Context: an optimization exercise on an open-source flow, tuned for small area, a short achievable clock period and few clock cycles per item. The choices shown serve that exercise and are no tape-out recipe. In this exercise RTL edits were held to simulation tests only and were not proved equivalent to the original.

==> module operand_join, before the edit <==
module operand_join (
	input  logic             clk,
	input  logic             rst,
	input  logic             a_valid,
	input  logic [4:0]       a_op,
	input  dfu_pkg::word_t   a_data,
	input  logic             b_valid,
	input  dfu_pkg::word_t   b_data,
	output logic             a_ready,
	output logic             b_ready,
	output logic             tok_valid,
	output dfu_pkg::alu_op_t tok_op,
	output dfu_pkg::word_t   tok_a,
	output logic [15:0]      tok_one,
	output logic [15:0]      tok_two,
	output logic [15:0]      tok_neg,
	output logic             tok_inv,
	input  logic             down_full,
	input  logic             res_ready
);
	logic load;
	logic take;
	logic           is_sh;
	logic           is_rsh;
	logic           inv;
	logic           big;
	dfu_pkg::word_t a_in;
	logic [15:0]    one_in;
	logic [15:0]    two_in;
	logic [15:0]    neg_in;
	join_ready rdy0 (
		.a_valid   (a_valid),
		.b_valid   (b_valid),
		.all_full  (tok_valid & down_full),
		.res_ready (res_ready),
		.load      (load),
		.take      (take)
	);
	assign a_ready = take;
	assign b_ready = take;
	assign is_rsh = (a_op == dfu_pkg::OP_LSHR) | (a_op == dfu_pkg::OP_ASHR);
	assign is_sh = is_rsh | (a_op == dfu_pkg::OP_SHL);
	assign inv = (a_op == dfu_pkg::OP_ASHR) & a_data[31];
	assign big = |b_data[31:5];
	always_comb begin
		for (int i = 0; i < 32; i++) begin
			a_in[i] = is_rsh ? (a_data[31-i] ^ inv) : a_data[i];
		end
		for (int j = 0; j < 16; j++) begin
			if (is_sh) begin
				one_in[j] = ~big & (b_data[4:0] == 5'(2*j));
				two_in[j] = ~big & (b_data[4:0] == 5'(2*j+1));
				neg_in[j] = 1'b0;
			end else begin
				one_in[j] = b_data[2*j] ^ ((j > 0) ? b_data[(2*j+31)%32] : 1'b0);
				two_in[j] = ~one_in[j] & (b_data[2*j+1] ^ b_data[2*j]);
				neg_in[j] = b_data[2*j+1];
			end
		end
	end
	always_ff @(posedge clk or posedge rst) begin
		if (rst) begin
			tok_valid <= 1'b0;
		end else if (load) begin
			tok_valid <= a_valid & b_valid;
		end
	end
	always_ff @(posedge clk) begin
		if (load) begin
			tok_op <= dfu_pkg::alu_op_t'(a_op);
			tok_a <= a_in;
			tok_one <= one_in;
			tok_two <= two_in;
			tok_neg <= neg_in;
			tok_inv <= inv;
		end
	end
endmodule
==> module join_ready, before the edit <==
module join_ready (
	input  logic a_valid,
	input  logic b_valid,
	input  logic all_full,
	input  logic res_ready,
	output logic load,
	output logic take
);
	assign load = ~all_full | res_ready;
	assign take = a_valid & b_valid & (~all_full | res_ready);
endmodule
clock: 9.0 ns
lec_check: 0
cap_margin: 20
core_margin: 2
core_utilization: 40
setup_slack_margin: 5.0
slew_margin: 20
synth_hierarchical: 1
tns_end_percent: 0
dont_use_cells: sky130_fd_sc_hd__fa_1 sky130_fd_sc_hd__fa_2 sky130_fd_sc_hd__fa_4 sky130_fd_sc_hd__ha_1 sky130_fd_sc_hd__ha_2 sky130_fd_sc_hd__ha_4
buffer_ports_args: -buffer_cell sky130_fd_sc_hd__buf_1
standard.sh (not shown) runs the stock make flow with config.mk's settings and CLKGATE_MAP_FILE= SYNTH_SCRIPT=/design/flow/synth_recipe.tcl, a recipe that flattens the netlist after the stock synthesis.
==> flow/flow/run.sh <==
#!/bin/bash
# The standard layout, with two changes to how it is made:
# - the full and half adder cells are kept out of synthesis, so the
#   reduction tree is mapped to plain gates, which are faster;
# - every port still gets its own buffer, but a plain buf_1 (resized
#   later by the repair steps as timing needs) instead of the larger
#   clock-delay buffer the port buffering picks by default.
set -euo pipefail
cat >> config.mk <<'EOC'
export DONT_USE_CELLS = sky130_fd_sc_hd__fa_1 sky130_fd_sc_hd__fa_2 sky130_fd_sc_hd__fa_4 sky130_fd_sc_hd__ha_1 sky130_fd_sc_hd__ha_2 sky130_fd_sc_hd__ha_4
export BUFFER_PORTS_ARGS = -buffer_cell sky130_fd_sc_hd__buf_1
EOC
bash standard.sh finish > standard.log 2>&1
Testbench counts at the start, summed over its fixed seeds: cycles 18,336, items 16,000.
Then changed:
--- a/flow/design.v
+++ b/flow/design.v
@@ -47,4 +47,5 @@
 	logic load;
 	logic take;
+	logic not_full;
 	logic           is_sh;
 	logic           is_rsh;
@@ -55,10 +56,11 @@
 	logic [15:0]    two_in;
 	logic [15:0]    neg_in;
+	assign not_full = ~(tok_valid & down_full);
+	assign load = not_full | res_ready;
 	join_ready rdy0 (
 		.a_valid   (a_valid),
 		.b_valid   (b_valid),
-		.all_full  (tok_valid & down_full),
+		.not_full  (not_full),
 		.res_ready (res_ready),
-		.load      (load),
 		.take      (take)
 	);
@@ -106,11 +108,9 @@
 	input  logic a_valid,
 	input  logic b_valid,
-	input  logic all_full,
+	input  logic not_full,
 	input  logic res_ready,
-	output logic load,
 	output logic take
 );
-	assign load = ~all_full | res_ready;
-	assign take = a_valid & b_valid & (~all_full | res_ready);
+	assign take = a_valid & b_valid & (not_full | res_ready);
 endmodule
 module int_alu (
After rerunning: Design area climbs by 0.85%. Final cell count climbs by 0.41%. Via count climbs by 0.39%. Wire length climbs by 2.1%. First-iteration DRC count climbs by 13%. Hold slack loses 0.016 ns. Sequential share of layout area drops by 0.18 points. Setup slack gains 0.082 ns. Area after synthesis barely changes. Die area barely changes. Clock skew climbs by 0.0055 ns.
Testbench counts after the change, summed over its fixed seeds: cycles 18,336, items 16,000.

[separate check: timing with driven ports]
In the flow no input, the clock included, has a driving cell. The finished layouts below were timed again as built, in two steps. Step 1, drivers: a clkbuf_16 drives clk and a buf_2 each remaining input, both assumed. Step 2 adds t to the input delays and takes it off the output delays; t is the mean of the earliest and latest rising clock arrival at the registers after step 1. Input paths then give back, and output paths get back, about the clock's delay inside the block. Three values: no drivers, after step 1, after step 2; two values: the first two.
run	t, ns	setup slack, ns	worst data-port slew with drivers (ns)
the first run	0.544	4.877 / 4.844 / 4.844	0.04
the second run	0.542	4.960 / 4.918 / 4.614	0.05
After both steps setup and hold are still met in every run listed. The setup slack of the second run, which loses most, moves by -0.042 ns with the drivers and by -0.346 ns with both steps.
